Context: an optimization exercise on an open-source flow, tuned for small area and a short achievable clock period. The choices shown serve that exercise and are no tape-out recipe. At most, simulation tests tie the RTL to the original design; equivalence was not proved. Only the layout flow was run in run 1; the RTL was not checked for function there. Power and IR drop assume default switching activity.

==> flow/design.v <==
`timescale 1ns/1ps
module divTop (
    input  logic        clk,
    input  logic        arstN,
    input  logic        inValid,
    input  logic [15:0] dividend,
    input  logic [15:0] divisor,
    output logic        outValid,
    output logic [15:0] quotient,
    output logic [15:0] remainder,
    output logic        err
);
    logic [14:0] am_c, dm_c;
    logic        neg_c, err_c;
    logic [14:0] az_c, bz_c;
    assign az_c[0] = 1'b0;
    assign bz_c[0] = 1'b0;
    genvar ga;
    for (ga = 1; ga < 15; ga++) begin : gA
        assign az_c[ga] = |dividend[ga-1:0];
        assign bz_c[ga] = |divisor[ga-1:0];
    end
    assign am_c  = dividend[14:0] ^ ({15{dividend[15]}} & az_c);
    assign dm_c  = divisor[14:0] ^ ({15{divisor[15]}} & bz_c);
    assign neg_c = dividend[15] ^ divisor[15];
    assign err_c = (dividend == 16'h8000) || (divisor[14:0] == 15'd0);
    logic am14_c, dOne_c;
    assign am14_c = dividend[15] ? (~dividend[14] ^ (dividend[13:0] == 14'd0)) : dividend[14];
    assign dOne_c = (divisor == 16'h0001) || (divisor == 16'hffff);
    logic [0:0] qs0, r0;
    assign qs0 = am14_c & dOne_c;
    assign r0  = am14_c & ~dOne_c;
    logic [13:0] ar_1;
    assign ar_1 = am_c[13:0];
    logic v_1;
    always_ff @(posedge clk or negedge arstN)
        if (!arstN) v_1 <= 1'b0;
        else        v_1 <= inValid;
    logic [14:0] d_1;
    logic [13:0] a_1;
    logic [0:0] q_1;
    logic [0:0] r_1;
    logic [0:0] neg_1;
    logic [0:0] err_1;
    always_ff @(posedge clk) begin
        d_1 <= dm_c;
        a_1 <= ar_1;
        q_1 <= qs0;
        r_1 <= r0;
        neg_1 <= neg_c;
        err_1 <= err_c;
    end
    logic [1:0] s1;
    assign s1 = {r_1, a_1[13]};
    logic [2:0] t1;
    assign t1 = {1'b0, s1} - {1'b0, d_1[1:0]};
    logic qb1;
    assign qb1 = ~t1[2] & (d_1[14:2] == 13'd0);
    logic [1:0] r1;
    assign r1 = qb1 ? t1[1:0] : s1;
    logic [1:0] qs1;
    assign qs1 = {q_1, qb1};
    logic [2:0] s2;
    assign s2 = {r1, a_1[12]};
    logic [3:0] t2;
    assign t2 = {1'b0, s2} - {1'b0, d_1[2:0]};
    logic qb2;
    assign qb2 = ~t2[3] & (d_1[14:3] == 12'd0);
    logic [2:0] r2;
    assign r2 = qb2 ? t2[2:0] : s2;
    logic [2:0] qs2;
    assign qs2 = {qs1, qb2};
    logic [3:0] s3;
    assign s3 = {r2, a_1[11]};
    logic [4:0] t3;
    assign t3 = {1'b0, s3} - {1'b0, d_1[3:0]};
    logic qb3;
    assign qb3 = ~t3[4] & (d_1[14:4] == 11'd0);
    logic [3:0] r3;
    assign r3 = qb3 ? t3[3:0] : s3;
    logic [3:0] qs3;
    assign qs3 = {qs2, qb3};
    logic [10:0] ar_2;
    assign ar_2 = a_1[10:0];
    logic v_2;
    always_ff @(posedge clk or negedge arstN)
        if (!arstN) v_2 <= 1'b0;
        else        v_2 <= v_1;
    logic [14:0] d_2;
    logic [10:0] a_2;
    logic [3:0] q_2;
    logic [3:0] r_2;
    logic [0:0] neg_2;
    logic [0:0] err_2;
    always_ff @(posedge clk) begin
        d_2 <= d_1;
        a_2 <= ar_2;
        q_2 <= qs3;
        r_2 <= r3;
        neg_2 <= neg_1;
        err_2 <= err_1;
    end
    logic [4:0] s4;
    assign s4 = {r_2, a_2[10]};
    logic [5:0] t4;
    assign t4 = {1'b0, s4} - {1'b0, d_2[4:0]};
    logic qb4;
    assign qb4 = ~t4[5] & (d_2[14:5] == 10'd0);
    logic [4:0] r4;
    assign r4 = qb4 ? t4[4:0] : s4;
    logic [4:0] qs4;
    assign qs4 = {q_2, qb4};
    logic [5:0] s5;
    assign s5 = {r4, a_2[9]};
    logic [6:0] t5;
    assign t5 = {1'b0, s5} - {1'b0, d_2[5:0]};
    logic qb5;
    assign qb5 = ~t5[6] & (d_2[14:6] == 9'd0);
    logic [5:0] r5;
    assign r5 = qb5 ? t5[5:0] : s5;
    logic [5:0] qs5;
    assign qs5 = {qs4, qb5};
    logic [8:0] ar_3;
    assign ar_3 = a_2[8:0];
    logic v_3;
    always_ff @(posedge clk or negedge arstN)
        if (!arstN) v_3 <= 1'b0;
        else        v_3 <= v_2;
    logic [14:0] d_3;
    logic [8:0] a_3;
    logic [5:0] q_3;
    logic [5:0] r_3;
    logic [0:0] neg_3;
    logic [0:0] err_3;
    always_ff @(posedge clk) begin
        d_3 <= d_2;
        a_3 <= ar_3;
        q_3 <= qs5;
        r_3 <= r5;
        neg_3 <= neg_2;
        err_3 <= err_2;
    end
    logic [6:0] s6;
    assign s6 = {r_3, a_3[8]};
    logic [7:0] t6;
    assign t6 = {1'b0, s6} - {1'b0, d_3[6:0]};
    logic qb6;
    assign qb6 = ~t6[7] & (d_3[14:7] == 8'd0);
    logic [6:0] r6;
    assign r6 = qb6 ? t6[6:0] : s6;
    logic [6:0] qs6;
    assign qs6 = {q_3, qb6};
    logic [7:0] s7;
    assign s7 = {r6, a_3[7]};
    logic [8:0] t7;
    assign t7 = {1'b0, s7} - {1'b0, d_3[7:0]};
    logic qb7;
    assign qb7 = ~t7[8] & (d_3[14:8] == 7'd0);
    logic [7:0] r7;
    assign r7 = qb7 ? t7[7:0] : s7;
    logic [7:0] qs7;
    assign qs7 = {qs6, qb7};
    logic [6:0] ar_4;
    assign ar_4 = a_3[6:0];
    logic v_4;
    always_ff @(posedge clk or negedge arstN)
        if (!arstN) v_4 <= 1'b0;
        else        v_4 <= v_3;
    logic [14:0] d_4;
    logic [6:0] a_4;
    logic [7:0] q_4;
    logic [7:0] r_4;
    logic [0:0] neg_4;
    logic [0:0] err_4;
    always_ff @(posedge clk) begin
        d_4 <= d_3;
        a_4 <= ar_4;
        q_4 <= qs7;
        r_4 <= r7;
        neg_4 <= neg_3;
        err_4 <= err_3;
    end
    logic [8:0] s8;
    assign s8 = {r_4, a_4[6]};
    logic [9:0] t8;
    assign t8 = {1'b0, s8} - {1'b0, d_4[8:0]};
    logic qb8;
    assign qb8 = ~t8[9] & (d_4[14:9] == 6'd0);
    logic [8:0] r8;
    assign r8 = qb8 ? t8[8:0] : s8;
    logic [8:0] qs8;
    assign qs8 = {q_4, qb8};
    logic [9:0] s9;
    assign s9 = {r8, a_4[5]};
    logic [10:0] t9;
    assign t9 = {1'b0, s9} - {1'b0, d_4[9:0]};
    logic qb9;
    assign qb9 = ~t9[10] & (d_4[14:10] == 5'd0);
    logic [9:0] r9;
    assign r9 = qb9 ? t9[9:0] : s9;
    logic [9:0] qs9;
    assign qs9 = {qs8, qb9};
    logic [4:0] ar_5;
    assign ar_5 = a_4[4:0];
    logic v_5;
    always_ff @(posedge clk or negedge arstN)
        if (!arstN) v_5 <= 1'b0;
        else        v_5 <= v_4;
    logic [14:0] d_5;
    logic [4:0] a_5;
    logic [9:0] q_5;
    logic [9:0] r_5;
    logic [0:0] neg_5;
    logic [0:0] err_5;
    always_ff @(posedge clk) begin
        d_5 <= d_4;
        a_5 <= ar_5;
        q_5 <= qs9;
        r_5 <= r9;
        neg_5 <= neg_4;
        err_5 <= err_4;
    end
    logic [10:0] s10;
    assign s10 = {r_5, a_5[4]};
    logic [11:0] t10;
    assign t10 = {1'b0, s10} - {1'b0, d_5[10:0]};
    logic qb10;
    assign qb10 = ~t10[11] & (d_5[14:11] == 4'd0);
    logic [10:0] r10;
    assign r10 = qb10 ? t10[10:0] : s10;
    logic [10:0] qs10;
    assign qs10 = {q_5, qb10};
    logic [11:0] s11;
    assign s11 = {r10, a_5[3]};
    logic [12:0] t11;
    assign t11 = {1'b0, s11} - {1'b0, d_5[11:0]};
    logic qb11;
    assign qb11 = ~t11[12] & (d_5[14:12] == 3'd0);
    logic [11:0] r11;
    assign r11 = qb11 ? t11[11:0] : s11;
    logic [11:0] qs11;
    assign qs11 = {qs10, qb11};
    logic [2:0] ar_6;
    assign ar_6 = a_5[2:0];
    logic v_6;
    always_ff @(posedge clk or negedge arstN)
        if (!arstN) v_6 <= 1'b0;
        else        v_6 <= v_5;
    logic [14:0] d_6;
    logic [2:0] a_6;
    logic [11:0] q_6;
    logic [11:0] r_6;
    logic [0:0] neg_6;
    logic [0:0] err_6;
    always_ff @(posedge clk) begin
        d_6 <= d_5;
        a_6 <= ar_6;
        q_6 <= qs11;
        r_6 <= r11;
        neg_6 <= neg_5;
        err_6 <= err_5;
    end
    logic [12:0] s12;
    assign s12 = {r_6, a_6[2]};
    logic [13:0] t12;
    assign t12 = {1'b0, s12} - {1'b0, d_6[12:0]};
    logic qb12;
    assign qb12 = ~t12[13] & (d_6[14:13] == 2'd0);
    logic [12:0] r12;
    assign r12 = qb12 ? t12[12:0] : s12;
    logic [12:0] qs12;
    assign qs12 = {q_6, qb12};
    logic [13:0] s13;
    assign s13 = {r12, a_6[1]};
    logic [14:0] t13;
    assign t13 = {1'b0, s13} - {1'b0, d_6[13:0]};
    logic qb13;
    assign qb13 = ~t13[14] & (d_6[14:14] == 1'd0);
    logic [13:0] r13;
    assign r13 = qb13 ? t13[13:0] : s13;
    logic [13:0] qs13;
    assign qs13 = {qs12, qb13};
    logic [0:0] ar_7;
    assign ar_7 = a_6[0:0];
    logic v_7;
    always_ff @(posedge clk or negedge arstN)
        if (!arstN) v_7 <= 1'b0;
        else        v_7 <= v_6;
    logic [14:0] d_7;
    logic [0:0] a_7;
    logic [13:0] q_7;
    logic [13:0] r_7;
    logic [0:0] neg_7;
    logic [0:0] err_7;
    always_ff @(posedge clk) begin
        d_7 <= d_6;
        a_7 <= ar_7;
        q_7 <= qs13;
        r_7 <= r13;
        neg_7 <= neg_6;
        err_7 <= err_6;
    end
    logic [14:0] s14;
    assign s14 = {r_7, a_7[0]};
    logic [15:0] t14;
    assign t14 = {1'b0, s14} - {1'b0, d_7[14:0]};
    logic qb14;
    assign qb14 = ~t14[15];
    logic [14:0] r14;
    assign r14 = qb14 ? t14[14:0] : s14;
    logic [14:0] qs14;
    assign qs14 = {q_7, qb14};
    logic [15:0] qo_c;
    logic [15:0] z_c;
    assign z_c[0] = 1'b0;
    genvar gz;
    for (gz = 1; gz < 16; gz++) begin : gZ
        assign z_c[gz] = |qs14[gz-1:0];
    end
    assign qo_c = {1'b0, qs14} ^ ({16{neg_7}} & z_c);
    logic v_8;
    always_ff @(posedge clk or negedge arstN)
        if (!arstN) v_8 <= 1'b0;
        else        v_8 <= v_7;
    logic [15:0] qo_8;
    logic [14:0] r_8;
    logic [0:0] err_8;
    always_ff @(posedge clk) begin
        qo_8 <= qo_c;
        r_8 <= r14;
        err_8 <= err_7;
    end
    assign outValid  = v_8;
    assign quotient  = qo_8;
    assign remainder = {1'b0, r_8};
    assign err       = err_8;
endmodule
==> flow/flow/run.sh <==
#!/bin/bash
# Standard layout (the standard.sh), with timing repair aiming a few ns below the clock
# period (flow/margin.txt, passed as SETUP_SLACK_MARGIN) and any extra ORFS make variables
# listed one per line in flow/extra.txt. The whole output goes to standard_flow.log here.
set -euo pipefail
cd "$(dirname "$0")/.."
MARGIN=$(cat flow/margin.txt)
ARGS=()
if [[ -f flow/extra.txt ]]; then
  while IFS= read -r line; do
    [[ -n "$line" ]] && ARGS+=("$line")
  done < flow/extra.txt
fi
bash standard.sh "SETUP_SLACK_MARGIN=$MARGIN" "${ARGS[@]}" finish > standard_flow.log 2>&1
==> flow/flow/extra.txt <==
BUFFER_PORTS_ARGS=-buffer_cell sky130_fd_sc_hd__buf_2
==> flow/flow/margin.txt <==
7.5
==> flow/standard.sh <==
#!/bin/bash
# synth_recipe.tcl (not shown) runs the flow's synth.tcl, then flattens the netlist and writes it again
# the make line also repeats each setting of config.mk as NAME=value (left out here)
make -C /OpenROAD-flow-scripts/flow DESIGN_CONFIG=/design/flow/config.mk WORK_HOME=/design/flow/orfs CLKGATE_MAP_FILE= SYNTH_SCRIPT=/design/flow/synth_recipe.tcl "${@:-finish}"
==> flow/config.mk <==
export PLATFORM = sky130hd
export DESIGN_NAME = divTop
export DESIGN_NICKNAME = divTop
export VERILOG_FILES = /design/flow/design.v
export SDC_FILE = /design/flow/constraint.sdc
export NUM_CORES = 4
export LEC_CHECK = 0
export ABC_AREA = 1
export CAP_MARGIN = 20
export CORE_MARGIN = 2
export CORE_UTILIZATION = 40
export CTS_BUF_LIST = sky130_fd_sc_hd__clkbuf_16
export CTS_CLUSTER_DIAMETER = 150
export CTS_CLUSTER_SIZE = 25
export SLEW_MARGIN = 20
==> flow/constraint.sdc <==
create_clock -name core_clock -period 11.0 [get_ports {clk}]
set_input_delay 2.2000 -clock core_clock [delete_from_list [all_inputs] [get_ports {clk}]]
set_output_delay 2.2000 -clock core_clock [all_outputs]
set_load 0.01 [all_outputs]
==> results of run 1 <==
critical path: cells and delay by family, from the launching register on:
| kind | cells | cell delay, ns |
|---|---|---|
| buffers and inverters | 2 | 0.18 |
| DFF | 1 | 0.36 |
| adders and majority gates | 2 | 0.64 |
| AOI/OAI and AO/OA | 3 | 0.44 |
| and+or+nand+nor | 9 | 1.69 |
flip-flops by register name, summed over array words and instances, names as in the netlist, 15 cells and up:
register and flops:
r_8 15, qo_8 16, d_3 15, d_7 15, d_6 15, d_1 15
d_5 15, d_4 15, d_2 15
through the flow:
step | utilization (%) | area [um^2]
after floorplan | - | 15300
after global placement | 42.9 | 16100
after detailed placement | 42.9 | 16100
after CTS | 44.2 | 16600
after global routing | 45.8 | 17200
final | 45.8 | 17200
repair_timing:
| action | 4_1_cts | 5_1_grt |
|---|---|---|
| pin swaps | 1 | 15 |
| gates resized for setup | 13 | 99 |
| buffers inserted | 1 | 15 |
| cloned | 0 | 5 |
| endpoints found under the setup margin | 43 | 59 |
cells in the mapped netlist, drive strengths merged, types with 2 or more instances:
cell	count	area share, %
nand3b	9	0.44
xor2	53	3.0
xnor2	41	2.4
dfxtp	311	41
o211ai	4	0.20
nor2	109	2.9
buf	10	0.61
a21boi	2	0.098
dfrtp	8	1.3
o31ai	2	0.098
nor3b	2	0.098
nand2	523	13
a21oi	79	2.8
ha	118	9.7
nor4	5	0.25
or2	9	0.37
a31oi	8	0.33
nand3	173	5.8
clkbuf	4	0.16
inv	291	7.2
and2	42	1.7
fa	14	1.8
o21bai	12	0.59
o21ai	58	2.0
a21o	4	0.20
nand4	26	1.1
nor3	16	0.59
power groups by stage:
stage	Combinational [mW]	Sequential (mW)	Clock, mW
2_1_floorplan	1.01	1.44	0
3_3_place_gp	1.34	1.45	0
3_5_place_dp	1.35	1.45	0
4_1_cts	1.36	1.42	0.659
5_1_grt	1.63	1.45	0.699
6_report	1.42	1.42	0.631
worst paths after layout:
path	start	to	slack, ns	depth (start not counted)
min	d_6[9]	d_7[9]	0.33	0
min reg2reg	d_6[9]	d_7[9]	0.33	0
max reg2reg	d_1[13]	q_2[0]	7.58	16
max	d_1[13]	q_2[0]	7.58	16
min in group asynchronous	arstN	v_8	1.51	1
max in group asynchronous	arstN	v_4	9.33	1
layout make-up:
type,count,area [um^2]
Multi-Input combinational cell,1318,8110
Sequential cell,319,6440
Timing Repair Buffer,83,455
Inverter,292,1110
Clock inverter,2,12.5
Clock buffer,17,425
Tap cell,511,639
Fill cell,3722,20400
cells by family after synthesis:
logic type	after synthesis	share of synthesized area, %
XOR/XNOR	94	5.40
buffers and inverters	306	7.96
AND/OR/NAND/NOR	914	26.5
AO/OA/AOI/OAI	172	6.42
flip-flops	319	42.1
adder cells (fa/ha/maj)	132	11.5
other	1	0.0246
layer usage:
layer	share of wire, %	up-vias
met5	0	-
met4	3.0	0
met1	45	5382
met3	3.4	67
li1	-	6332
met2	48	244
==> results.sh, run 1 <==
export IMPL_drt_iter0_drc=562
export IMPL_num_antenna_cells=0
export IMPL_die_area_mm2=0.0397
export IMPL_drive_gt1_share_pct=11.5
export IMPL_power_switching_mw=1.32
export IMPL_synth_seq_cells=319
export IMPL_synth_edf_count=0
export IMPL_nNetsFinal=2197
export IMPL_grt_pass1_wl_um=56000
export IMPL_status="finished clean"
export IMPL_grt_max_degree=27
export IMPL_grt_setup_unrepaired="no"
export IMPL_timing_critical_path_to_type="flop"
export IMPL_overflow=0
export IMPL_slew_limit_headroom_pct=17.1
export IMPL_cts_tree="done"
export IMPL_cts_hold_buffers=0
export IMPL_core_area_mm2=0.0376
export IMPL_p_total_mw=3.48
export IMPL_synthesis_nets=2105
export IMPL_postSynthAreaPerCell_um2=7.87
export IMPL_die_w_um=199
export IMPL_die_h_um=199
export IMPL_dpl_cell_count=2502
export IMPL_final_cells=2542
export IMPL_peakVddDrop_uv=108
export IMPL_seqPwrFrac_pct=41.0
export IMPL_first_pass_iters=5
export IMPL_switching_share_pct=38.0
export IMPL_final_cell_mix="nand2_1, dfxtp_1, inv_1"
export IMPL_postSynth_asyncResetShare_pct=2.51
export IMPL_row_count=71
export IMPL_use_met3_pct=1.74
export IMPL_tightest_slew_ns=1.23
export IMPL_cts_made_buffers=16
export IMPL_grt_use_total_pct=17.4
export IMPL_slowest_delay_ns=0.66
export IMPL_drv_slew=0
export IMPL_root_buffer="clkbuf_16"
export IMPL_cp_start_kind="flop"
export IMPL_final_common_cell="nand2_1"
export IMPL_clk_latency_ns=0.52
export IMPL_ys_seq_area_share_pct=42.1
export IMPL_grt_pass1_vias=11500
export IMPL_synth_warnings=1
export IMPL_antenna_found_initial=1
export IMPL_layout_setup_ws_ns=7.58
export IMPL_finalSetupViolCount=0
export IMPL_combPwrFrac_pct=40.9
export IMPL_top_usage_layer="met2"
export IMPL_grt_use_met2_pct=31.1
export IMPL_synth_flop_cell="dfxtp_1"
export IMPL_power_share_clock_pct=18.2
export IMPL_path_common_cell="nand2_2"
export IMPL_syn_area_mm2=0.0153
export IMPL_crit_path_top_delay_cell="nor3_1"
export IMPL_wl_per_cell_um=13.6
export IMPL_place_worst_setup_slack_ns=7.09
export IMPL_gp_congestion=0.900
export IMPL_crit_type="flop to flop"
export IMPL_dp_hpwl_um=27900
export IMPL_period_share_pct=31.1
export IMPL_viasPerCell=4.73
export IMPL_route_detailed_drc=0
export IMPL_clk_pin_slew_worst_paths_ns=0.11
export IMPL_synthToLayoutAreaGrowth_pct=12.7
export IMPL_period_needed_ns=3.42
export IMPL_critPathMaxFanout=5
export IMPL_drv_cap=0
export IMPL_cp_required_ns=11.40
export IMPL_holdWs_ns=0.327
export IMPL_synthCells=1938
export IMPL_p_int_mw=2.15
export IMPL_cp_cell_sequence="nor3_1 > nand3_2 > nand2_2 > nand2_2 > ha_4 > nand3_1 > nand2_2 > nand3_4 > a21oi_2 > a31oi_2 > ha_1 > a21oi_2 > nand2_2 > nand3_4 > inv_4 > buf_4"
export IMPL_power_density_mw_per_mm2=202
export IMPL_fin_tns_setup_ns=0
export IMPL_initial_utilization_pct=40.6
export IMPL_arrival_ns=3.83
export IMPL_p_leak_nw=8.61
export IMPL_hold_class="flop to flop"
export IMPL_io_pins=69
export IMPL_hold_viol_final=0
export IMPL_fin_skew_ns=0.0266
export IMPL_synth_cell_types=50
export IMPL_max_freq_mhz=292
export IMPL_clock_path_buffers=3
export IMPL_wl_um=34600
export IMPL_drtAntennaViolNets=0
export IMPL_cts_sinks=319
export IMPL_htreeDepth=1
export IMPL_met1_usage_pct=22.1
export IMPL_place_port_buffers=67
export IMPL_vias=12000
==> inputs of run 2 (changes only) <==
--- a/flow/design.v
+++ b/flow/design.v
@@ -12,16 +12,8 @@
 );
     logic [14:0] am_c, dm_c;
     logic        neg_c, err_c;
-    logic [14:0] az_c, bz_c;
-    assign az_c[0] = 1'b0;
-    assign bz_c[0] = 1'b0;
-    genvar ga;
-    for (ga = 1; ga < 15; ga++) begin : gA
-        assign az_c[ga] = |dividend[ga-1:0];
-        assign bz_c[ga] = |divisor[ga-1:0];
-    end
-    assign am_c  = dividend[14:0] ^ ({15{dividend[15]}} & az_c);
-    assign dm_c  = divisor[14:0] ^ ({15{divisor[15]}} & bz_c);
+    assign am_c  = dividend[15] ? (~dividend[14:0] + 15'd1) : dividend[14:0];
+    assign dm_c  = divisor[15] ? (~divisor[14:0] + 15'd1) : divisor[14:0];
     assign neg_c = dividend[15] ^ divisor[15];
     assign err_c = (dividend == 16'h8000) || (divisor[14:0] == 15'd0);
     logic am14_c, dOne_c;
==> flow/run.sh (new file) <==
#!/bin/bash
# synth_recipe.tcl (not shown) runs the flow's synth.tcl, then flattens the netlist and writes it again
# the make line also repeats each setting of config.mk as NAME=value (left out here)
make -C /OpenROAD-flow-scripts/flow DESIGN_CONFIG=/design/flow/config.mk WORK_HOME=/design/flow/orfs CLKGATE_MAP_FILE= SYNTH_SCRIPT=/design/flow/synth_recipe.tcl finish
--- a/flow/config.mk
+++ b/flow/config.mk
@@ -12,4 +12,5 @@
 export CTS_BUF_LIST = sky130_fd_sc_hd__clkbuf_16
 export CTS_CLUSTER_DIAMETER = 150
 export CTS_CLUSTER_SIZE = 25
+export SETUP_SLACK_MARGIN = 5
 export SLEW_MARGIN = 20
removed: flow/flow/run.sh
removed: flow/flow/extra.txt
removed: flow/flow/margin.txt
removed: flow/standard.sh
==> run 2 against run 1 <==
Sequential power about the same. Register-to-register slack worse by 0.44 ns. Largest cell class unchanged. Still clean on timing, DRC and antenna. Worst setup slack worse by 0.44 ns.
==> results.sh, run 2 <==
export IMPL_status="finished clean"
export IMPL_first_pass_iters=6
export IMPL_tightest_slew_ns=1.01
export IMPL_seqPwrFrac_pct=40.6
export IMPL_synth_top_area_share_pct=40.5
export IMPL_synth_edf_count=0
export IMPL_postSynth_asyncResetShare_pct=2.51
export IMPL_wl_um=34600
export IMPL_yosys_top_cells_area="dfxtp_1, nand2_1, ha_1, inv_1, nand3_1"
export IMPL_fin_tns_setup_ns=0
export IMPL_synthCells=1959
export IMPL_power_share_clock_pct=18.5
export IMPL_clk_latency_ns=0.50
export IMPL_cts_hold_buffers=0
export IMPL_post_cts_buffers=0
export IMPL_clk_pin_slew_worst_paths_ns=0.10
export IMPL_synth_cell_types=49
export IMPL_layout_setup_ws_ns=7.14
export IMPL_switching_share_pct=36.9
export IMPL_hold_class="flop to flop"
export IMPL_crit_start="d_6[1]"
export IMPL_route_detailed_drc=0
export IMPL_peakVddDrop_uv=109
export IMPL_crit_path_top_delay_cell="dfxtp_1"
export IMPL_row_count=71
export IMPL_place_worst_setup_slack_ns=6.97
export IMPL_cts_made_buffers=16
export IMPL_arrival_ns=4.29
export IMPL_antenna_found_initial=0
export IMPL_grt_use_total_pct=17.7
export IMPL_grt_pass1_wl_um=56700
export IMPL_final_cell_mix="nand2_1, dfxtp_1, inv_1"
export IMPL_largest_reg_flops=16
export IMPL_cp_cell_sequence="inv_1 > ha_1 > nand2_1 > nor2_1 > nand2_1 > nand3_2 > nand2_1 > nand2_2 > nand2_4 > inv_6 > nand2_2 > and2_1 > ha_1 > inv_1 > o21bai_1 > nand3_1 > nand3_1 > nor2_1 > a21oi_2 > nand2_1 > nand2_1"
export IMPL_worstHoldStart="q_4[0]"
export IMPL_postSynthAreaPerCell_um2=7.85
export IMPL_cts_resized=0
export IMPL_clock_path_buffers=3
export IMPL_die_w_um=200
export IMPL_gp_congestion=0.922
export IMPL_finalSetupViolCount=0
export IMPL_drive_gt1_share_pct=3.65
export IMPL_multiInputGateArea_mm2=0.00766
export IMPL_drt_iter0_drc=505
export IMPL_period_share_pct=35.1
export IMPL_cts_sinks=319
export IMPL_overflow=0
export IMPL_critPathMaxFanout=14
export IMPL_cp_required_ns=11.43
export IMPL_synth_flop_cell="dfxtp_1"
export IMPL_synth_warnings=1
export IMPL_cp_start_kind="flop"
export IMPL_max_flop_register="qo_8"
export IMPL_yosys_area_top_type="dfxtp_1"
export IMPL_hold_viol_final=0
export IMPL_initial_utilization_pct=40.7
export IMPL_timing_critical_path_to_type="flop"
export IMPL_synthTopCellsByCount="nand2_1, dfxtp_1, inv_1, nand3_1, ha_1"
export IMPL_root_buffer="clkbuf_16"
export IMPL_grt_pass1_vias=11600
export IMPL_die_h_um=200
export IMPL_slowest_delay_ns=0.56
export IMPL_power_switching_mw=1.30
export IMPL_combPwrFrac_pct=40.9
export IMPL_max_freq_mhz=259
export IMPL_ys_seq_area_share_pct=41.8
export IMPL_core_area_mm2=0.0378
export IMPL_power_density_mw_per_mm2=206
export IMPL_dp_hpwl_um=28900
export IMPL_place_port_buffers=67
export IMPL_drv_cap=0
export IMPL_p_leak_nw=8.60
export IMPL_cts_tree="done"
export IMPL_cp_buffers_inverters=3
export IMPL_p_int_mw=2.21
export IMPL_slew_limit_headroom_pct=32.7
export IMPL_period_needed_ns=3.86
export IMPL_synth_seq_cells=319
export IMPL_synthToLayoutAreaGrowth_pct=10.7
export IMPL_utilization_pct=45.1
export IMPL_fillers=3769
export IMPL_nNetsFinal=2198
export IMPL_vias=11900
export IMPL_synthesis_nets=2130
export IMPL_grt_max_degree=27
export IMPL_drv_slew=0
export IMPL_htreeDepth=1
export IMPL_crit_type="flop to flop"
export IMPL_viasPerCell=4.69
export IMPL_wl_per_cell_um=13.6
export IMPL_syn_area_mm2=0.0154
export IMPL_drtAntennaViolNets=0
export IMPL_grt_setup_unrepaired="no"
export IMPL_regArea_mm2=0.00643
export IMPL_cpLargestDelayFamily="simple AND/OR/NAND/NOR gates"
export IMPL_r2r_start="d_6[1]"
export IMPL_num_antenna_cells=0
export IMPL_final_common_cell="nand2_1"
export IMPL_path_common_cell="nand2_1"
export IMPL_die_area_mm2=0.0400
export IMPL_yosys_cell_count_top_type="nand2_1"
export IMPL_fin_skew_ns=0.0161
export IMPL_io_pins=69
run 2: cell types whose count changed after synthesis, sizes merged, moves of 5 or more:
cell   previous run  this run
inv             291       303
nand4            26        34
nor3             16        21
nand3           173       154
and2             42        49
o21ai            58        65
nand2           523       531
run 2: per-layer routing:
metal | share of wire, % | routed length, um | vias up | GRT usage (%)
met5 | 0 | 0 | - | 0
met4 | 3.5 | 1200 | 0 | 6.04
met3 | 3.0 | 1050 | 64 | 1.73
met2 | 48 | 16600 | 217 | 31.9
met1 | 46 | 15800 | 5328 | 22.0
li1 | - | - | 6310 | -
run 2: path summary, 6_finish.rpt:
check,to,slack [ns],depth (start not counted)
min in group asynchronous,v_6,1.96,1
worst max register to register,r_7[11],7.14,21
max in group asynchronous,v_3,8.79,1
worst min-delay path,q_5[2],0.32,0
worst min register to register,q_5[2],0.32,0
worst max-delay path,r_7[11],7.14,21
run 2: worst register-to-register path, delay by kind of cell, from the launching register on:
family                     cells  cell delay [ns]
AOI/OAI and AO/OA              2             0.77
DFF                            1             0.56
and+or+nand+nor               14             1.36
buffers and inverters          3             0.42
adders and majority gates      2             0.67
run 2: layout make-up:
class / count / share of cell area, %
clock inverter: 4 / 0.243
inverter: 304 / 6.74
clock buffer: 17 / 2.50
multi-input combinational: 1319 / 45.1
timing repair buffer: 67 / 3.94
tap: 511 / 3.76
sequential: 319 / 37.8
run 2: per-stage QoR:
step	cell area (um^2)	std cells	hold WS (ns)	power (mW)
after CTS	17000	2541	0.321	3.55
final	17000	2541	0.320	3.51
after global routing	17000	2541	0.331	3.80
after global placement	16500	2520	0.309	2.87
after floorplan	15400	1959	0.310	2.48
after detailed placement	16500	2520	0.312	2.89
run 2: cell families (layout without fill, tap and decap cells):
group / after synthesis / after routing / share of synthesized area (%)
and+or+nand+nor: 915 / 915 / 26.4
buffers and inverters: 321 / 392 / 8.35
DFF: 319 / 319 / 41.8
AOI/OAI and AO/OA: 173 / 173 / 6.28
adders and majority gates: 136 / 136 / 11.8
xor gates and xnor gates: 94 / 94 / 5.35
other: 1 / 1 / 0.0244
run 2: power groups by stage:
stage	Clock, mW	Combinational [mW]	Sequential, mW
2_1_floorplan	0	1.03	1.44
3_3_place_gp	0	1.42	1.45
3_5_place_dp	0	1.43	1.46
4_1_cts	0.680	1.44	1.43
5_1_grt	0.713	1.64	1.44
6_report	0.650	1.43	1.42
==> inputs of run 3 (changes only) <==
==> flow/flow/run.sh (new file) <==
#!/bin/bash
# Standard layout (the standard.sh) with three changes:
#  - timing repair aims flow/margin.txt ns below the clock period (SETUP_SLACK_MARGIN),
#  - yosys maps carry lookahead ($lcu) with flow/lcu.v instead of Kogge-Stone,
#  - any extra ORFS make variables listed one per line in flow/extra.txt.
# The whole output goes to standard_flow.log here; ORFS's own logs are under orfs/logs.
set -euo pipefail
cd "$(dirname "$0")/.."
MARGIN=$(cat flow/margin.txt)
ARGS=()
if [[ -f flow/lcu.v ]]; then
  ARGS+=("SYNTH_OPERATIONS_ARGS=-extra-map $PWD/flow/lcu.v")
fi
if [[ -f flow/extra.txt ]]; then
  while IFS= read -r line; do
    [[ -n "$line" ]] && ARGS+=("$line")
  done < flow/extra.txt
fi
bash standard.sh "SETUP_SLACK_MARGIN=$MARGIN" "${ARGS[@]}" finish > standard_flow.log 2>&1
==> flow/flow/extra.txt (new file) <==
BUFFER_PORTS_ARGS=-buffer_cell sky130_fd_sc_hd__buf_2
==> flow/flow/lcu.v (new file) <==
// Carry lookahead for yosys's $lcu: Sklansky for every carry.
(* techmap_celltype = "$lcu" *)
module _80_lcu_sklansky (P, G, CI, CO);
	parameter WIDTH = 2;

	(* force_downto *)
	input [WIDTH-1:0] P, G;
	input CI;

	(* force_downto *)
	output reg [WIDTH-1:0] CO;

	integer i, j, k;
	(* force_downto *)
	reg [WIDTH-1:0] p, g, ps, gs;

	wire [1023:0] _TECHMAP_DO_ = "proc; opt -fast";

	always @* begin
		p = P;
		g = G;
		g[0] = g[0] | (p[0] & CI);
		ps = p;
		gs = g;

		// Sklansky: at level i every position with bit i set takes in the group
		// that ends just below its aligned block of 2**i
		for (i = 0; i < $clog2(WIDTH); i = i + 1) begin
			for (j = 0; j < WIDTH; j = j + 1) begin
				if ((j >> i) & 1) begin
					k = ((j >> (i + 1)) << (i + 1)) + (1 << i) - 1;
					gs[j] = gs[j] | ps[j] & gs[k];
					ps[j] = ps[j] & ps[k];
				end
			end
		end

		CO = gs;
	end
endmodule
==> flow/flow/margin.txt (new file) <==
7.5
==> flow/standard.sh (new file) <==
#!/bin/bash
# synth_recipe.tcl (not shown) runs the flow's synth.tcl, then flattens the netlist and writes it again
# the make line also repeats each setting of config.mk as NAME=value (left out here)
make -C /OpenROAD-flow-scripts/flow DESIGN_CONFIG=/design/flow/config.mk WORK_HOME=/design/flow/orfs CLKGATE_MAP_FILE= SYNTH_SCRIPT=/design/flow/synth_recipe.tcl "${@:-finish}"
--- a/flow/config.mk
+++ b/flow/config.mk
@@ -12,5 +12,4 @@
 export CTS_BUF_LIST = sky130_fd_sc_hd__clkbuf_16
 export CTS_CLUSTER_DIAMETER = 150
 export CTS_CLUSTER_SIZE = 25
-export SETUP_SLACK_MARGIN = 5
 export SLEW_MARGIN = 20
removed: flow/run.sh
==> run 3 against run 2 <==
Clock skew down 0.0015 ns. Global-route usage decreased by 3.0 points. Still clean. Combinational power down 15%. Wire length decreased by 20%. Final cell count shrank 12%. Clock-buffer cell count unchanged. Fmax is 6.4% higher. Sequential share of layout area up 0.88 points. Core utilization is 2.2 points higher. Synthesized area shrank 7.6%. Hold slack better by 0.0080 ns. Design area fell by 1.9%. Highest routed layer unchanged.
==> results.sh, run 3 <==
export IMPL_status="finished clean"
export IMPL_core_area_mm2=0.0353
export IMPL_critPathMaxFanout=6
export IMPL_arrival_ns=4.03
export IMPL_io_pins=69
export IMPL_peakVddDrop_uv=149
export IMPL_wl_per_cell_um=12.4
export IMPL_place_port_buffers=67
export IMPL_cts_made_buffers=16
export IMPL_drive_gt1_share_pct=19.5
export IMPL_power_share_clock_pct=19.2
export IMPL_fin_tns_setup_ns=0
export IMPL_p_leak_nw=8.36
export IMPL_row_count=69
export IMPL_r2r_start="a_4[6]"
export IMPL_synthCells=1647
export IMPL_synth_warnings=1
export IMPL_yosys_top_cells_area="dfxtp_1, nand2_1, ha_1, inv_1, fa_1"
export IMPL_dpl_cell_count=2150
export IMPL_design_area_mm2=0.0167
export IMPL_crit_type="flop to flop"
export IMPL_synth_flop_cell="dfxtp_1"
export IMPL_grt_max_degree=27
export IMPL_htreeDepth=1
export IMPL_p_total_mw=3.25
export IMPL_worstHoldStart="q_5[5]"
export IMPL_root_buffer="clkbuf_16"
export IMPL_yosys_area_top_type="dfxtp_1"
export IMPL_max_freq_mhz=275
export IMPL_hold_class="flop to flop"
export IMPL_cp_required_ns=11.40
export IMPL_synth_cell_types=48
export IMPL_overflow=0
export IMPL_hold_depth=0
export IMPL_finalSetupViolCount=0
export IMPL_viasPerCell=4.57
export IMPL_synth_edf_count=0
export IMPL_power_switching_mw=1.13
export IMPL_final_cells=2234
export IMPL_clk_pin_slew_worst_paths_ns=0.10
export IMPL_yosys_cell_count_top_type="nand2_1"
export IMPL_synth_top_area_share_pct=43.8
export IMPL_cts_sinks=319
export IMPL_final_common_cell="nand2_1"
export IMPL_grt_setup_unrepaired="yes"
export IMPL_timing_critical_path_to_type="flop"
export IMPL_wl_um=27700
export IMPL_synth_seq_cells=319
export IMPL_synthesis_nets=1839
export IMPL_gp_congestion=0.824
export IMPL_nNetsFinal=1963
export IMPL_r2r_end="r_5[9]"
export IMPL_reg2regPathDepth=25
export IMPL_p_int_mw=2.13
export IMPL_postSynth_asyncResetShare_pct=2.51
export IMPL_dp_hpwl_um=21100
export IMPL_cts_tree="done"
export IMPL_drv_slew=0
export IMPL_fin_skew_ns=0.0147
export IMPL_drt_iter0_drc=409
export IMPL_power_density_mw_per_mm2=195
export IMPL_switching_share_pct=34.7
export IMPL_synthTopCellsByCount="nand2_1, dfxtp_1, inv_1, ha_1, nand3_1"
export IMPL_route_detailed_drc=0
export IMPL_initial_utilization_pct=40.2
export IMPL_antenna_found_initial=0
export IMPL_die_area_mm2=0.0370
export IMPL_die_w_um=192
export IMPL_drv_cap=0
export IMPL_slew_limit_headroom_pct=56.3
export IMPL_rrSetupSlack_ns=7.37
export IMPL_combPwrFrac_pct=37.2
export IMPL_min_to="q_6[7]"
export IMPL_grt_use_total_pct=14.7
export IMPL_clock_path_buffers=3
export IMPL_syn_area_mm2=0.0142
export IMPL_tightest_slew_ns=0.655
export IMPL_seqPwrFrac_pct=43.6
export IMPL_num_antenna_cells=0
export IMPL_grt_pass1_wl_um=44600
export IMPL_placed_area_mm2=0.0150
export IMPL_vias=10200
export IMPL_drtAntennaViolNets=0
export IMPL_period_needed_ns=3.63
export IMPL_first_pass_iters=5
export IMPL_cp_start_kind="flop"
export IMPL_max_flop_register="qo_8"
export IMPL_clk_latency_ns=0.50
export IMPL_grt_pass1_vias=9769
export IMPL_hold_viol_final=0
export IMPL_postSynthAreaPerCell_um2=8.62
export IMPL_period_share_pct=33.0
export IMPL_final_cell_mix="nand2_1, dfxtp_1, inv_1"
export IMPL_fillers=3308
export IMPL_die_h_um=192
export IMPL_synthToLayoutAreaGrowth_pct=17.5
export IMPL_ys_seq_area_share_pct=45.2
export IMPL_largest_reg_flops=16
==> run 3: worst max path at each step <==
stage | from | slack (ns) | end
after global placement | a_4[6] | 6.79 | r_5[9]
after CTS | a_1[13] | 7.41 | r_2[2]
final | a_4[6] | 7.37 | r_5[9]
after floorplan | d_1[0] | 7.50 | r_2[2]
after detailed placement | a_4[6] | 6.64 | r_5[5]
after global routing | d_4[0] | 7.20 | r_5[9]
==> run 3: final cells by class <==
| cell class | instances | area [um^2] | share of cell area, % |
|---|---|---|---|
| multi-input cells | 1028 | 7280 | 43.7 |
| flip-flops and latches | 319 | 6450 | 38.7 |
| inverters | 277 | 1070 | 6.40 |
| repair buffers | 128 | 860 | 5.15 |
| well taps | 461 | 577 | 3.46 |
| clock buffers | 17 | 425 | 2.55 |
| clock inverters | 3 | 16.3 | 0.0975 |
| repair inverters | 1 | 6.26 | 0.0375 |
==> run 3: cells by family after synthesis <==
group / synth area share [%]
and+or+nand+nor: 21.4
DFF: 45.2
buffers and inverters: 8.65
adders and majority gates: 16.2
AOI/OAI and AO/OA: 4.62
xor gates and xnor gates: 3.88
other: 0.0264
==> run 3: timing repair <==
action / in CTS / in global routing
pin swaps: 25 / 56
endpoints found under the setup margin: 55 / 60
cloned: 2 / 1
hold buffers: 0 / 0
buffers inserted: 37 / 24
resized for setup: 81 / 112
==> run 3: power groups by stage <==
stage,combinational (mW),clock [mW],sequential (mW)
global placement,1.03,0,1.45
CTS,1.12,0.656,1.42
detailed placement,1.05,0,1.45
finish,1.21,0.625,1.42
floorplan,0.802,0,1.44
global route,1.39,0.690,1.44
==> run 3: stage by stage <==
step                hold slack, ns  setup slack [ns]  util, %
detailed placement           0.312              6.64     42.4
floorplan                    0.310              7.50        -
global placement             0.310              6.79     42.4
global route                 0.331              7.20     47.3
finish                       0.328              7.37     47.3
CTS                          0.328              7.41     45.3
==> run 3: critical path: stages (launching register included) <==
cell	delay, ns
dfxtp_2	0.34
inv_2	0.04
ha_2	0.16
inv_2	0.04
fa_2	0.33
nand2_1	0.08
nand2_1	0.05
and2_4	0.16
nand3_2	0.07
nand2_2	0.05
nand2_2	0.08
nand2_2	0.06
fa_2	0.37
nand2_4	0.09
nor2_4	0.07
clkinv_4	0.09
o21ai_4	0.06
fa_2	0.38
nand3_2	0.10
nand2_4	0.07
nand3_2	0.07
nand3_2	0.09
fa_2	0.35
xor2_1	0.17
nand3_1	0.09
nand2_1	0.06
==> run 3: per-layer routing <==
metal / global-route usage, % / share of wire (%)
met5: 0 / 0
met3: 1.84 / 2.5
met2: 28.1 / 52
met4: 4.79 / 3.0
met1: 16.8 / 42
==> inputs of run 4 (changes only) <==
--- a/flow/flow/lcu.v
+++ b/flow/flow/lcu.v
@@ -1,6 +1,7 @@
-// Carry lookahead for yosys's $lcu: Sklansky for every carry.
+// Carry lookahead for yosys's $lcu: Brent-Kung for every carry, except the top two,
+// which come from a balanced (Sklansky) tree so the carry out stays at log2 depth.
 (* techmap_celltype = "$lcu" *)
-module _80_lcu_sklansky (P, G, CI, CO);
+module _80_lcu_hybrid (P, G, CI, CO);
 	parameter WIDTH = 2;
 
 	(* force_downto *)
@@ -35,6 +36,23 @@
 			end
 		end
 
-		CO = gs;
+		// Brent-Kung
+		for (i = 1; i <= $clog2(WIDTH); i = i+1) begin
+			for (j = 2**i - 1; j < WIDTH; j = j + 2**i) begin
+				g[j] = g[j] | p[j] & g[j - 2**(i-1)];
+				p[j] = p[j] & p[j - 2**(i-1)];
+			end
+		end
+		for (i = $clog2(WIDTH); i > 0; i = i-1) begin
+			for (j = 2**i + 2**(i-1) - 1; j < WIDTH; j = j + 2**i) begin
+				g[j] = g[j] | p[j] & g[j - 2**(i-1)];
+				p[j] = p[j] & p[j - 2**(i-1)];
+			end
+		end
+
+		CO = g;
+		CO[WIDTH-1] = gs[WIDTH-1];
+		if (WIDTH > 1)
+			CO[WIDTH-2] = gs[WIDTH-2];
 	end
 endmodule
==> run 4 against run 3 <==
Fmax decreased by 1.4%. Global-route usage decreased by 0.56 points. First-iteration DRC count decreased by 32%. Clock power about the same. Design area increased by 0.76%. Die area decreased by 1.2%. Non-clock buffer count increased by 7. Still clean on timing, DRC and antenna. Clock-buffer cell count decreased by 1. Largest cell class unchanged.
==> results.sh, run 4 <==
export IMPL_status="finished clean"
export IMPL_synthesis_nets=1757
export IMPL_arrival_ns=4.14
export IMPL_clk_latency_ns=0.51
export IMPL_htreeDepth=1
export IMPL_placed_area_mm2=0.0149
export IMPL_final_cells=2139
export IMPL_synth_edf_count=0
export IMPL_place_port_buffers=67
export IMPL_synth_top_area_share_pct=44.4
export IMPL_route_detailed_drc=0
export IMPL_synth_cell_types=47
export IMPL_die_area_mm2=0.0366
export IMPL_yosys_area_top_type="dfxtp_1"
export IMPL_timing_critical_path_to_type="flop"
export IMPL_period_share_pct=33.5
export IMPL_synth_adder_area_share_pct=18.9
export IMPL_peakVddDrop_uv=113
export IMPL_crit_type="flop to flop"
export IMPL_synth_compound_area_share_pct=5.07
export IMPL_cts_made_buffers=16
export IMPL_synthCells=1546
export IMPL_reg2regPathDepth=22
export IMPL_finalSetupViolCount=0
export IMPL_ys_seq_area_share_pct=45.8
export IMPL_cp_required_ns=11.46
export IMPL_synth_seq_cells=319
export IMPL_clock_path_buffers=3
export IMPL_yosys_top_cells_area="dfxtp_1, ha_1, nand2_1, fa_1, inv_1"
export IMPL_fin_skew_ns=0.0119
export IMPL_tightest_slew_ns=0.625
export IMPL_grt_use_total_pct=14.1
export IMPL_postSynth_asyncResetShare_pct=2.51
export IMPL_synth_warnings=1
export IMPL_design_area_mm2=0.0168
export IMPL_hold_class="flop to flop"
export IMPL_vias=9797
export IMPL_switching_share_pct=34.6
export IMPL_yosys_cell_count_top_type="nand2_1"
export IMPL_core_area_mm2=0.0345
export IMPL_max_flop_register="qo_8"
export IMPL_largest_reg_flops=16
export IMPL_combPwrFrac_pct=37.0
export IMPL_critPathMaxFanout=8
export IMPL_clk_pin_slew_worst_paths_ns=0.09
export IMPL_power_density_mw_per_mm2=192
export IMPL_place_worst_setup_slack_ns=6.84
export IMPL_grt_max_degree=37
export IMPL_hold_depth=0
export IMPL_drv_cap=0
export IMPL_max_freq_mhz=272
export IMPL_cts_hold_buffers=0
export IMPL_final_cell_mix="nand2_1, dfxtp_1, inv_1"
export IMPL_root_buffer="clkbuf_16"
export IMPL_nNetsFinal=1892
export IMPL_drive_gt1_share_pct=24.0
export IMPL_synth_top_family_by_area="adder cells"
export IMPL_cts_tree="done"
export IMPL_drv_slew=0
export IMPL_initial_utilization_pct=40.6
export IMPL_dpl_cell_count=2045
export IMPL_row_count=68
export IMPL_syn_area_mm2=0.0140
export IMPL_drtAntennaViolNets=0
export IMPL_power_share_clock_pct=19.3
export IMPL_fin_tns_setup_ns=0
export IMPL_synthToLayoutAreaGrowth_pct=19.8
export IMPL_final_common_cell="nand2_1"
export IMPL_die_h_um=191
export IMPL_grt_setup_unrepaired="yes"
export IMPL_slew_limit_headroom_pct=58.1
export IMPL_cp_start_kind="flop"
export IMPL_hold_viol_final=0
export IMPL_p_int_mw=2.11
export IMPL_layout_setup_ws_ns=7.32
export IMPL_antenna_found_initial=0
export IMPL_viasPerCell=4.58
export IMPL_yosys_area_share_simple_pct=17.9
export IMPL_seqPwrFrac_pct=43.7
export IMPL_grt_pass1_wl_um=43000
export IMPL_p_total_mw=3.23
export IMPL_synthMuxAreaShare_pct=0
export IMPL_overflow=0
export IMPL_drt_iter0_drc=277
export IMPL_die_w_um=191
export IMPL_wl_um=26700
export IMPL_synthTopCellsByCount="nand2_1, dfxtp_1, inv_1, ha_1, nand3_1"
export IMPL_power_switching_mw=1.12
export IMPL_synth_flop_cell="dfxtp_1"
export IMPL_grt_pass1_vias=9828
export IMPL_period_needed_ns=3.68
export IMPL_dp_hpwl_um=19200
export IMPL_cts_sinks=319
export IMPL_gp_congestion=0.807
export IMPL_wl_per_cell_um=12.5
export IMPL_synth_xor_area_share_pct=4.18
export IMPL_first_pass_iters=5
export IMPL_p_leak_nw=8.26
export IMPL_io_pins=69
export IMPL_num_antenna_cells=0
export IMPL_postSynthAreaPerCell_um2=9.07
[run 4: changes by cell type after synthesis, sizes merged, moves of 5 or more]
cell,previous run,this run
and2,19,12
buf,20,15
fa,45,59
ha,112,117
inv,276,260
nand2,435,367
nand3,105,72
nand4,13,8
xor2,33,38
[run 4: repair_timing]
item / 4_1_cts / 5_1_grt
resized for setup: 63 / 174
setup endpoints to repair: 49 / 57
setup buffers: 35 / 33
cloned: 1 / 4
pin swaps: 36 / 87
[run 4: power by group through the flow]
stage / logic, mW / clock network (mW) / registers, mW
after detailed placement: 0.984 / 0 / 1.44
after floorplan: 0.744 / 0 / 1.44
after global placement: 0.946 / 0 / 1.44
after CTS: 1.03 / 0.656 / 1.41
final: 1.19 / 0.623 / 1.41
after global routing: 1.36 / 0.694 / 1.43
[run 4: critical path, stage by stage, from the launching register on]
cell and delay (ns):
dfxtp_2 0.34, inv_2 0.06, ha_4 0.11, inv_2 0.03, fa_2 0.34, a21o_1 0.17, a21oi_2 0.18, o21bai_2 0.10
a21oi_1 0.13, o21bai_1 0.09, fa_2 0.35, nand2_2 0.10, nor2_4 0.07, clkinv_4 0.10, o21ai_2 0.07, fa_2 0.36
nand3_2 0.09, nand2_2 0.08, buf_4 0.14, fa_2 0.33, xor2_1 0.19, nand3_1 0.09, nand2_1 0.08
[run 4: path summary, 6_finish.rpt]
path	slack (ns)	startpoint	end
setup / recovery	7.32	a_4[6]	r_5[5]
max in group asynchronous	9.32	arstN	v_2
hold reg to reg	0.32	a_1[5]	a_2[5]
hold / removal	0.32	a_1[5]	a_2[5]
setup reg to reg	7.32	a_4[6]	r_5[5]
min in group asynchronous	1.51	arstN	v_6
[run 4: stage by stage]
step | utilization, % | hold WS (ns)
floorplan | - | 0.310
global route | 48.7 | 0.333
global placement | 43.0 | 0.312
finish | 48.7 | 0.323
detailed placement | 43.0 | 0.312
CTS | 45.8 | 0.326
[run 4: layout make-up]
type	count	area, um^2
Clock inverter	5	36.3
Fill cell	3191	17700
Multi-Input combinational cell	947	7440
Tap cell	455	569
Sequential cell	319	6470
Timing Repair Buffer	135	885
Clock buffer	16	400
Inverter	262	1020
[run 4: layer usage]
| metal | track usage [%] | routed length (um) | share of wire, % | vias up |
|---|---|---|---|---|
| li1 | - | - | - | 5051 |
| met1 | 15.7 | 10900 | 41 | 4556 |
| met2 | 27.6 | 14200 | 53 | 134 |
| met3 | 1.84 | 741 | 2.8 | 56 |
| met4 | 4.56 | 851 | 3.2 | 0 |
| met5 | 0 | 0 | 0 | - |
[run 4: cell families after synthesis]
family,count (synthesis)
AOI/OAI and AO/OA,124
xor gates and xnor gates,67
adders and majority gates,176
buffers and inverters,285
DFF,319
other,1
and+or+nand+nor,574

re-timing with driven ports:
The flow's constraints put no driver on any port. The routed layouts listed below were extracted and timed again, unchanged, in two steps. Step 1 assumes that a clkbuf_16 drives the clock port and a buf_2 every other input. Step 2 times the ports against the registers' clock, not the clock port: input delays grow and output delays shrink by t, the midpoint of the rising clock arrivals with the driver on. Slacks: ideal ports / drivers / drivers and shift; pairs: ideal ports / drivers.
| run | shift t [ns] | setup WS [ns] | slew at the worst register clock pin (ns) |
|---|---|---|---|
| run 1 | 0.552 | 7.577 / 7.577 / 7.427 | 0.11 / 0.11 |
| run 2 | 0.546 | 7.138 / 7.138 / 6.971 | 0.10 / 0.10 |
| run 3 | 0.546 | 7.370 / 7.370 / 7.254 | 0.10 / 0.10 |
| run 4 | 0.554 | 7.319 / 7.319 / 7.259 | 0.10 / 0.10 |
After both steps setup and hold are still met in every run listed. For run 2, which loses most, drivers alone change the setup slack by 0.000 ns; drivers and shift together by -0.167 ns.
